Background: an optimization exercise with open tools, aiming at small area and a short achievable clock period. Do not read the settings as production practice. Only simulation tests tie the RTL to the original design; equivalence was not proved.

==> flow/design.v (outline; a module is shown in full before it is edited, if it fits) <==
// module fft8_top: 6702 lines
module fft8_top (
    input  logic         clk,
    input  logic         reset_n,
    input  logic         valid_in,
    input  logic [143:0] x_re,
    input  logic [143:0] x_im,
    output logic         valid_out,
    output logic [143:0] y_re,
    output logic [143:0] y_im
);
  // ...
==> flow/flow/run.sh <==
#!/bin/bash
# Layout flow: the standard flow (standard.sh), with two changes:
#  1. after the standard synthesis, flow/polopt.py re-chooses the polarity of
#     each full-adder cell (a full adder is self-dual) to remove inverters;
#     it also puts the latest-arriving input of each full adder on its fastest
#     pin (CIN); the logic function and every register are unchanged;
#  2. the port buffers use sky130_fd_sc_hd__buf_1;
#  3. the timing repair after CTS and global routing works on every path
#     whose slack is under SETUP_SLACK_MARGIN (the constraints are unchanged).
set -euo pipefail
R=$PWD/orfs/results/sky130hd/fft8_top/base
export SETUP_SLACK_MARGIN=7.5
export BUFFER_PORTS_ARGS="-buffer_cell sky130_fd_sc_hd__buf_1"
bash standard.sh $R/1_2_yosys.v > synth_make.log 2>&1
cp $R/1_2_yosys.v standard_synth_netlist.v
python3 flow/polopt.py standard_synth_netlist.v $R/1_2_yosys.v > polopt.log 2>&1
bash standard.sh > layout_make.log 2>&1
==> flow/flow/polopt.py <==
#!/usr/bin/env python3
"""Remove inverters around full-adder cells of a Yosys gate netlist.

A full adder is self-dual: FA(~a, ~b, ~c) = ~FA(a, b, c) for both SUM and
COUT.  Each fa cell may therefore be "flipped" (its inputs and outputs taken in
the other polarity) without changing what the circuit computes.  This script
chooses flips that minimise the number of inverters, then rewrites the
netlist: every inverter is removed and at most one inverter per signal is put
back where some load needs the other polarity.

usage: polopt.py IN.v OUT.v
"""
import re
import sys
import random

IN, OUT = sys.argv[1], sys.argv[2]
src = open(IN).read()

cell_re = re.compile(r'^\s*(sky130_fd_sc_hd__\w+)\s+(\S+)\s*\((.*?)\);', re.S | re.M)
pin_re = re.compile(r'\.(\w+)\(([^()]*)\)')

m0 = cell_re.search(src)
head = src[:m0.start()]
cells = []
last_end = None
for m in cell_re.finditer(src):
    typ, name, body = m.group(1), m.group(2), m.group(3)
    pins = [(p, n.strip()) for p, n in pin_re.findall(body)]
    cells.append([typ, name, pins])
    last_end = m.end()
tail = src[last_end:]
if re.search(r'\bassign\b', tail) or re.search(r'\bassign\b', head):
    sys.exit('assign statements not supported')

OUTPINS = {'X', 'Y', 'Q', 'Q_N', 'SUM', 'COUT', 'HI', 'LO'}


def is_inv(t):
    return re.match(r'sky130_fd_sc_hd__(inv|clkinv)_\d+$', t) is not None


def is_fa(t):
    return re.match(r'sky130_fd_sc_hd__fa_\d+$', t) is not None


# driver of each net
driver = {}
for ci, (t, n, pins) in enumerate(cells):
    for p, net in pins:
        if p in OUTPINS:
            driver[net] = (ci, p)

# root and parity of each net through inverter chains
inv_in = {}
for ci, (t, n, pins) in enumerate(cells):
    if is_inv(t):
        d = dict(pins)
        inv_in[d['Y']] = d['A']


def root(net):
    par = 0
    while net in inv_in:
        net = inv_in[net]
        par ^= 1
    return net, par


# output port nets
port_out = set()
for m in re.finditer(r'^\s*output\s+(\[(\d+):(\d+)\]\s*)?(\S+);', head, re.M):
    name = m.group(4)
    if m.group(1):
        hi, lo = int(m.group(2)), int(m.group(3))
        for i in range(lo, hi + 1):
            port_out.add(f'{name}[{i}]')
    else:
        port_out.add(name)

fa_idx = [ci for ci, c in enumerate(cells) if is_fa(c[0])]
# a flippable fa must not drive an output port directly
flippable = set()
for ci in fa_idx:
    outs = [net for p, net in cells[ci][2] if p in OUTPINS]
    if not any(o in port_out for o in outs):
        flippable.add(ci)

# consumers: list of (root, parity, consumer cell or None for port, pin)
cons = {}  # root -> list of [cell index or -1, parity]
uses = []  # (ci, pin, root, parity)
for ci, (t, n, pins) in enumerate(cells):
    if is_inv(t):
        continue
    for p, net in pins:
        if p in OUTPINS:
            continue
        r, par = root(net)
        uses.append((ci, p, r, par))
        cons.setdefault(r, []).append((ci, par))
port_uses = []
for pn in sorted(port_out):
    if pn in inv_in:
        r, par = root(pn)
        port_uses.append((pn, r, par))
        cons.setdefault(r, []).append((-1, par))

# driver cell of each root (fa only matter)
root_drv = {}
for r in cons:
    if r in driver:
        root_drv[r] = driver[r][0]

flip = {ci: 0 for ci in flippable}


def fl(ci):
    return flip.get(ci, 0)


def need_inv(r):
    d = fl(root_drv[r]) if r in root_drv else 0
    for ci, par in cons[r]:
        if par ^ d ^ (fl(ci) if ci >= 0 else 0):
            return 1
    return 0


def total():
    return sum(need_inv(r) for r in cons)


# roots touched by each fa
touch = {}
for ci in flippable:
    rs = set()
    for p, net in cells[ci][2]:
        if p in OUTPINS:
            if net in cons:
                rs.add(net)
        else:
            rs.add(root(net)[0])
    touch[ci] = list(rs)

before = total()
n_inv_before = sum(1 for c in cells if is_inv(c[0]))
order = sorted(flippable)
random.seed(1)
best = dict(flip)
best_cost = before
cur = before
for rnd in range(60):
    improved = False
    random.shuffle(order)
    for ci in order:
        rs = touch[ci]
        old = sum(need_inv(r) for r in rs)
        flip[ci] ^= 1
        new = sum(need_inv(r) for r in rs)
        if new < old or (new == old and rnd > 5 and random.random() < 0.3):
            cur += new - old
            if new < old:
                improved = True
        else:
            flip[ci] ^= 1
        if cur < best_cost:
            best_cost = cur
            best = dict(flip)
    if not improved and rnd > 20:
        break
flip = best
after = total()
print(f'inverter cells before {n_inv_before}, needed before {before}, after {after}, '
      f'flipped {sum(flip.values())} of {len(flippable)} fa cells', file=sys.stderr)

# rewrite
inv_net = {}
new_cells = []
cnt = [0]


def inv_of(r):
    if r not in inv_net:
        cnt[0] += 1
        nn = f'_polinv_{cnt[0]}_'
        inv_net[r] = nn
        new_cells.append(['sky130_fd_sc_hd__inv_1', f'_polinv_cell_{cnt[0]}_', [('A', r), ('Y', nn)]])
    return inv_net[r]


use_map = {}
for ci, p, r, par in uses:
    d = fl(root_drv[r]) if r in root_drv else 0
    need = par ^ d ^ fl(ci)
    use_map[(ci, p)] = inv_of(r) if need else r

out_cells = []
for ci, (t, n, pins) in enumerate(cells):
    if is_inv(t):
        continue
    np_ = []
    for p, net in pins:
        if p in OUTPINS:
            np_.append((p, net))
        else:
            np_.append((p, use_map[(ci, p)]))
    out_cells.append([t, n, np_])
for pn, r, par in port_uses:
    d = fl(root_drv[r]) if r in root_drv else 0
    if par ^ d:
        cnt[0] += 1
        out_cells.append(['sky130_fd_sc_hd__inv_1', f'_polinv_cell_{cnt[0]}_', [('A', r), ('Y', pn)]])
    else:
        cnt[0] += 1
        out_cells.append(['sky130_fd_sc_hd__buf_1', f'_polbuf_cell_{cnt[0]}_', [('A', r), ('X', pn)]])
out_cells += new_cells

# pin assignment: a full adder is symmetric in its inputs; put the latest
# arriving input on CIN (fastest arc), the next on B, the earliest on A.
FA_PIN_D = {'A': 0.45, 'B': 0.42, 'CIN': 0.38}
drv2 = {}
for k, (t, n, pins) in enumerate(out_cells):
    for p, net in pins:
        if p in OUTPINS:
            drv2[net] = k
arr = {}


def is_ff(t):
    return re.match(r'sky130_fd_sc_hd__(df|sdf|edf)', t) is not None


def cell_delay(t, p):
    if is_fa(t):
        return FA_PIN_D.get(p, 0.45)
    if 'ha_' in t:
        return 0.3
    if is_inv(t):
        return 0.07
    return 0.2


def arrival(net):
    if net in arr:
        return arr[net]
    stack = [net]
    while stack:
        x = stack[-1]
        if x in arr:
            stack.pop()
            continue
        k = drv2.get(x)
        if k is None or is_ff(out_cells[k][0]):
            arr[x] = 0.0
            stack.pop()
            continue
        t, n, pins = out_cells[k]
        ins = [(p, net2) for p, net2 in pins if p not in OUTPINS]
        miss = [net2 for p, net2 in ins if net2 not in arr]
        if miss:
            stack.extend(miss)
            continue
        a = 0.0
        for p, net2 in ins:
            a = max(a, arr[net2] + cell_delay(t, p))
        for p, net2 in pins:
            if p in OUTPINS:
                arr[net2] = a
        stack.pop()
    return arr[net]


swapped = 0
for k in range(len(out_cells)):
    t, n, pins = out_cells[k]
    if not is_fa(t):
        continue
    d = dict(pins)
    ins = sorted([d['A'], d['B'], d['CIN']], key=arrival)
    if [d['A'], d['B'], d['CIN']] != ins:
        swapped += 1
    d['A'], d['B'], d['CIN'] = ins
    out_cells[k] = [t, n, [(p, d[p]) for p, _ in pins]]
    # arrival of outputs is recomputed lazily only for later cells; keep simple
print(f'fa input pins reordered on {swapped} cells', file=sys.stderr)

# declare new wires
decl = ''.join(f'  wire {w};\n' for w in inv_net.values())
hm = head.rstrip('\n') + '\n' + decl
body = []
for t, n, pins in out_cells:
    ps = ',\n'.join(f'    .{p}({net}{" " if net.startswith(chr(92)) else ""})' for p, net in pins)
    body.append(f'  {t} {n} (\n{ps}\n  );\n')
open(OUT, 'w').write(hm + ''.join(body) + tail)
print(f'inverter cells written {sum(1 for c in out_cells if is_inv(c[0]))}', file=sys.stderr)
==> flow/standard.sh <==
#!/bin/bash
# synth_recipe.tcl (not shown) runs the flow's synth.tcl, then flattens the netlist and writes it again
# the make line also repeats each setting of config.mk as NAME=value (left out here)
make -C /OpenROAD-flow-scripts/flow DESIGN_CONFIG=/design/flow/config.mk WORK_HOME=/design/flow/orfs CLKGATE_MAP_FILE= SYNTH_SCRIPT=/design/flow/synth_recipe.tcl "${@:-finish}"
==> flow/config.mk <==
export PLATFORM = sky130hd
export DESIGN_NAME = fft8_top
export DESIGN_NICKNAME = fft8_top
export VERILOG_FILES = /design/flow/design.v
export SDC_FILE = /design/flow/constraint.sdc
export NUM_CORES = 4
export LEC_CHECK = 0
export CAP_MARGIN = 20
export CORE_MARGIN = 2
export CORE_UTILIZATION = 40
export CTS_CLUSTER_DIAMETER = 100
export CTS_CLUSTER_SIZE = 28
export SLEW_MARGIN = 20
==> flow/constraint.sdc <==
create_clock -name core_clock -period 12.0 [get_ports {clk}]
set_input_delay 2.4000 -clock core_clock [delete_from_list [all_inputs] [get_ports {clk}]]
set_output_delay 2.4000 -clock core_clock [all_outputs]
set_load 0.01 [all_outputs]
==> run summary, run 1 <==
Setup Buffers After CTS=2; vias in the first global route=30100; Post-DRT Antenna Nets=0; cells after synthesis=3851; Initial Util=40.2%; nets=5746; non-clock buffer count=592; clk slew on worst S/H paths=120 ps; CP Launch Type=register; area of the multi-input gates=24800 um^2; CP max stage cell=fa_1; Final Hold Viols=0; Worst Path Max Fanout=2; sum of negative setup slack=0 ps; Clock Skews=32.4 ps; hold_sp=r1271_1; largest net degree at the start of global routing=29; met3 wire length=5.02 mm; CP top delay family=adder cells; Top Metal Used=met5; fin crit period=4470 ps; CP bufs+invs=1; WHS=304 ps; CTS tree=yes; crit path DAT=5050 ps; Routed WL=140 mm; outcome=no timing/DRC/antenna violations; max FFs per register=5; routability cong.=0.852; invs w/o clock=588; All-Layer GR Usage=18.4%; most used cell, CP=fa_1; worst path cell trace=fa_1 > fa_1 > fa_2 > buf_4 > fa_1 > fa_1 > fa_1 > fa_1 > fa_1; end of the critical path=r3357_4; count of hold-fix buffers inserted at cts=0; first-pass GRT wire length=203 mm; average wire per standard cell=22.2 um; Worst path max stage delay=600 ps; crit path launch=r1604_3; die area=158000 um^2
==> inputs of run 2 (changes only) <==
--- a/flow/flow/run.sh
+++ b/flow/flow/run.sh
@@ -9,7 +9,7 @@
 #     whose slack is under SETUP_SLACK_MARGIN (the constraints are unchanged).
 set -euo pipefail
 R=$PWD/orfs/results/sky130hd/fft8_top/base
-export SETUP_SLACK_MARGIN=7.5
+export SETUP_SLACK_MARGIN=7.9
 export BUFFER_PORTS_ARGS="-buffer_cell sky130_fd_sc_hd__buf_1"
 bash standard.sh $R/1_2_yosys.v > synth_make.log 2>&1
 cp $R/1_2_yosys.v standard_synth_netlist.v
==> run summary, run 2 <==
Worst Path Max Fanout=2 (unchanged); via/cell ratio=4.07; Clock Skews=31.5 ps (-0.872 ps); MaxCap Viol Count=0; clk slew on worst S/H paths=110 ps (about the same); CP bufs+invs=1 (unchanged); Worst path max stage delay=620 ps (+20 ps); Max-slew headroom=41.0%; CP max stage cell=fa_2; Die Height=397 um; cells after synthesis=3851 (unchanged); Hold Path Class=register to register; CTS H-tree lvls=3; Routed WL=140 mm (about the same); clock buffer depth=3; Final Hold Viols=0 (unchanged); CTS tree=yes; fin crit period=4260 ps (-209 ps); antenna violations before repair=22; worst path cell trace=fa_2 > fa_2 > fa_2 > fa_1 > ha_1 > inv_2 > ha_4 > a21oi_2 > o21ai_2 > fa_2 > fa_2 > fa_2; worst slew pin tran=872 ps; commonest non-fill, non-tap cell in the layout=dfxtp_1; commonest non-fill, non-tap cells in the layout=1604 x dfxtp_1, 702 x fa_1, 567 x buf_1, 538 x inv_1, 410 x fa_2; final core utilization=45.0%; Pre-Repair DR Iteration Count=4; nets=5815 (+1.2%); Port Buffers=579; crit path DAT=4910 ps (-140 ps); max FFs per register=5 (unchanged); All-Layer GR Usage=18.4% (about the same); Synth Net Count=5359; first-pass GRT wire length=203 mm (-0.26%); Top reg by flops=vld; Avg Inst Size Synth=16.1 um^2; DRC=0; Slew Viols, Final=0; RSZ-0062 raised after global routing=yes; Post-DRT Antenna Nets=0 (unchanged); FILL cells=13700; outcome=no timing/DRC/antenna violations; Worst Setup End Kind=register; largest net degree at the start of global routing=30 (+3.4%); average wire per standard cell=21.9 um (-1.4%); CP top delay family=adder cells; yosys warns=1; vias in the first global route=30300 (+0.64%); Setup Crit Path Kind=register to register; Root Driver=clkbuf_16; Initial Util=40.2% (unchanged); area of the multi-input gates=26000 um^2 (+5.0%); Cell Area, Synth=61900 um^2; die area=158000 um^2 (unchanged); via count=26000; clk sinks=1649; routability cong.=0.843 (-1.1%); I/O pin total=580; initial DRC count=957; fraction of layout cells with a size suffix above 1=17.2%; Die W=397 um; P&R area growth vs syn=11.7%; Final period util=35.5%; fmax=0.235 GHz; count of hold-fix buffers inserted at cts=0 (unchanged); Final setup viols=0; HPWL Detailed=121 mm; Placeable Area=154000 um^2; CP Launch Type=register; sum of negative setup slack=0 ps (unchanged); clock latency (worst-skew pair)=710 ps; Seq. cell area=33100 um^2; most used cell, CP=fa_2; std cell rows=144; Critical Path RT=12650 ps; CTS Buf Count=75; GRT overflow=0
run 2: changes by cell type in the layout (fill, tap and decap cells not counted), moves of 8 or more:
cell	previous run	this run
buf_1	579	567
fa_2	58	410
ha_4	1	24
buf_6	1	16
diode_2	1	9
ha_1	104	81
dfxtp_1	1641	1604
dfxtp_2	6	36
buf_4	11	65
inv_1	586	538
fa_1	1054	702
inv_2	0	38
run 2: per-stage QoR:
stage	hold slack, ps	setup slack (ps)	cell area, um^2	cells
2_1_floorplan	310	7490	62500	3851
3_3_place_gp	311	7060	65100	6194
3_5_place_dp	312	7020	65100	6194
4_1_cts	320	7670	68500	6343
5_1_grt	317	7620	69200	6381
6_report	319	7740	69200	6387
run 2: path summary, 6_finish.rpt:
check | startpoint | to | slack [ps] | cells after the start
max | r1441_2 | r2003_3 | 7740 | 12
min | r195_1 | r195_2 | 320 | 0
max reg2reg | r1441_2 | r2003_3 | 7740 | 12
min reg2reg | r195_1 | r195_2 | 320 | 0
run 2: worst reg2reg max path, stage by stage (launching register included):
cell and delay (ps):
dfxtp_2 350, fa_2 380, fa_2 360, fa_2 620, fa_1 470, ha_1 310, inv_2 70, ha_4 200
a21oi_2 130, o21ai_2 80, fa_2 350, fa_2 350, fa_2 520
run 2: timing repair:
item	in CTS	in global routing
setup endpoints to repair	138	99
buffers inserted	45	35
pin swaps	94	91
gates cloned	0	0
resized for setup	263	140
run 2: area by class of cell:
class	count	area share [%]
clock buffers	81	2.80
multi-input cells	1334	37.6
repair buffers	659	4.19
diodes	9	0.0325
inverters	588	3.29
well taps	2044	3.70
clock inverters	23	0.588
flip-flops and latches	1649	47.8
run 2: layer usage:
metal,wire length [um],GRT usage (%),up-vias
met5,103,0,-
met4,2770,3.61,16
met3,6060,3.16,163
met2,74200,33.5,517
met1,56900,22.8,13500
li1,-,-,11800
==> inputs of run 3 (changes only) <==
--- a/flow/flow/run.sh
+++ b/flow/flow/run.sh
@@ -9,7 +9,7 @@
 #     whose slack is under SETUP_SLACK_MARGIN (the constraints are unchanged).
 set -euo pipefail
 R=$PWD/orfs/results/sky130hd/fft8_top/base
-export SETUP_SLACK_MARGIN=7.9
+export SETUP_SLACK_MARGIN=7.7
 export BUFFER_PORTS_ARGS="-buffer_cell sky130_fd_sc_hd__buf_1"
 bash standard.sh $R/1_2_yosys.v > synth_make.log 2>&1
 cp $R/1_2_yosys.v standard_synth_netlist.v
==> run summary, run 3 <==
outcome=no timing/DRC/antenna violations; cells after synthesis=3851 (unchanged); fin crit period=4270 ps (+4.70 ps); Hold Path Class=register to register; commonest non-fill, non-tap cell in the layout=dfxtp_1; CP Launch Type=register; Placeable Area=154000 um^2 (unchanged); clock latency (worst-skew pair)=720 ps (about the same); nets=5774 (-0.71%); Root Driver=clkbuf_16; die area=158000 um^2 (unchanged); count of hold-fix buffers inserted at cts=0 (unchanged); Port Buffers=579 (unchanged); GRT overflow=0 (unchanged); All-Layer GR Usage=18.7% (+0.31 points); Slew Viols, Final=0 (unchanged); WL met2=73.4 mm (-1.0%); largest net degree at the start of global routing=29 (-3.3%); crit path DAT=4850 ps (-60 ps); Final period util=35.6% (+0.039 points); I/O pin total=580 (unchanged); placed cells=6195 (+0.016%); fmax=0.234 GHz (-0.11%); Worst Setup End Kind=register; commonest non-fill, non-tap cells in the layout=1621 x dfxtp_1, 945 x fa_1, 574 x buf_1, 568 x inv_1, 167 x fa_2; Initial Util=40.2% (unchanged); Die Height=397 um (unchanged); Top reg by flops=vld; yosys warns=1 (unchanged); Met1 Wirelength=57.6 mm (+1.2%); Post-DRT Antenna Nets=0 (unchanged); reg2reg start=r1441_2; routability cong.=0.866 (+2.8%); RSZ-0062 raised after global routing=yes; Die W=397 um (unchanged); hold depth=0 (unchanged); DRC=0 (unchanged); met3 wire length=6.28 mm (+3.7%); WHS=302 ps (-17.1 ps); Max-slew headroom=39.4% (-1.6 points); FF-to-FF path depth=12 (unchanged); MaxCap Viol Count=0 (unchanged); Clock Skews=38.2 ps (+6.63 ps); CTS tree=yes; Cell Area, Synth=61900 um^2 (unchanged); Worst Path Max Fanout=2 (unchanged); std cell rows=144 (unchanged); CTS Buf Count=74 (-1.3%); fraction of layout cells with a size suffix above 1=8.89% (-8.3 points); via/cell ratio=4.12 (+1.2%); Critical Path RT=12580 ps (-70 ps); Setup Crit Path Kind=register to register; average wire per standard cell=22.4 um (+2.2%); Top Metal Used=met5; Pre-Repair DR Iteration Count=5 (+1); Final Hold Viols=0 (unchanged); sum of negative setup slack=0 ps (unchanged); antenna violations before repair=10 (-55%); hold_sp=r2505_3; Routed WL=142 mm (+1.4%); Finished Layout Cells=6334 (-0.83%); Avg Inst Size Synth=16.1 um^2 (unchanged); Worst R2R End=r2003_3; clk slew on worst S/H paths=110 ps (about the same); clock buffer depth=3 (unchanged); vias in the first global route=30500 (+0.68%); first-pass GRT wire length=205 mm (+1.3%); clk sinks=1649 (unchanged); P&R area growth vs syn=9.36%; Synth Net Count=5359 (unchanged); Final setup viols=0 (unchanged); via count=26100 (+0.32%); initial DRC count=971 (+1.5%); max FFs per register=5 (unchanged); CTS H-tree lvls=3 (unchanged); FF-to-FF setup slack=7730 ps (about the same); Hold Path End=r2505_4; worst slew pin tran=905 ps (+33.0 ps); HPWL Detailed=123 mm (+1.5%)
==> run 3: layout make-up <==
| type | instances | area, um^2 |
|---|---|---|
| Multi-Input combinational cell | 1334 | 25200 |
| Tap cell | 2044 | 2560 |
| Timing Repair Buffer | 619 | 2490 |
| Clock inverter | 19 | 277 |
| Sequential cell | 1649 | 33100 |
| Fill cell | 14000 | 86100 |
| Antenna cell | 2 | 5.00 |
| Inverter | 588 | 2250 |
| Clock buffer | 79 | 1910 |
==> run 3: through the flow <==
stage          area (um^2)  setup WS, ps  util [%]
3_3_place_gp         64700          7160      42.1
5_1_grt              67700          7620      44.0
6_report             67700          7730      44.0
4_1_cts              67300          7600      43.7
3_5_place_dp         64700          7120      42.1
2_1_floorplan        62100          7490         -
==> run 3: timing repair <==
item | CTS | global route
resized for setup | 103 | 94
pin swaps | 21 | 52
buffers inserted | 14 | 25
endpoints found under the setup margin | 79 | 54
==> run 3: critical path, stage by stage, from the launching register on <==
cell	delay [ps]
dfxtp_2	350
fa_2	400
fa_2	390
fa_2	600
fa_1	450
ha_1	300
inv_2	70
ha_4	200
a21oi_2	150
o21ai_2	90
fa_2	370
fa_2	340
fa_1	440
==> run 3: worst max-delay path by stage <==
stage	from	to	depth (start not counted)
finish	r1441_2	r2003_3	12
global route	r1441_2	r2003_3	12
CTS	r689_3	r3465_4	10
detailed placement	x_re[18]	r658_1	8
global placement	x_re[18]	r658_1	8
floorplan	x_im[36]	r2405_1	7
==> run 3: per-layer routing <==
metal	global-route usage, %	vias up
li1	-	11700
met1	23.0	13600
met2	33.2	573
met3	3.49	165
met4	5.51	2
met5	0	-

==> static timing again, ports no longer ideal <==
How much do the figures lean on ideal ports? The routed layouts below were timed once more, with nothing changed but the port constraints.
Step 1, drivers: a clkbuf_16 drives clk and a buf_2 each remaining input, both assumed.
Step 2 times the ports against the registers' clock, not the clock port: input delays grow and output delays shrink by t, the midpoint of the rising clock arrivals with the driver on.
a / b / c = no drivers / after step 1 / after step 2; a / b = the first two.
run | shift t [ns] | setup slack, ns | worst register clock-pin slew, ns
run 1 | 0.763 | 7.529 / 7.529 / 7.169 | 0.12 / 0.12
run 2 | 0.770 | 7.737 / 7.737 / 7.152 | 0.12 / 0.12
run 3 | 0.776 | 7.733 / 7.725 / 7.124 | 0.11 / 0.11
After both steps setup and hold are still met in every run listed. The setup slack of run 3, which loses most, moves by -0.008 ns with the drivers and by -0.609 ns with both steps.
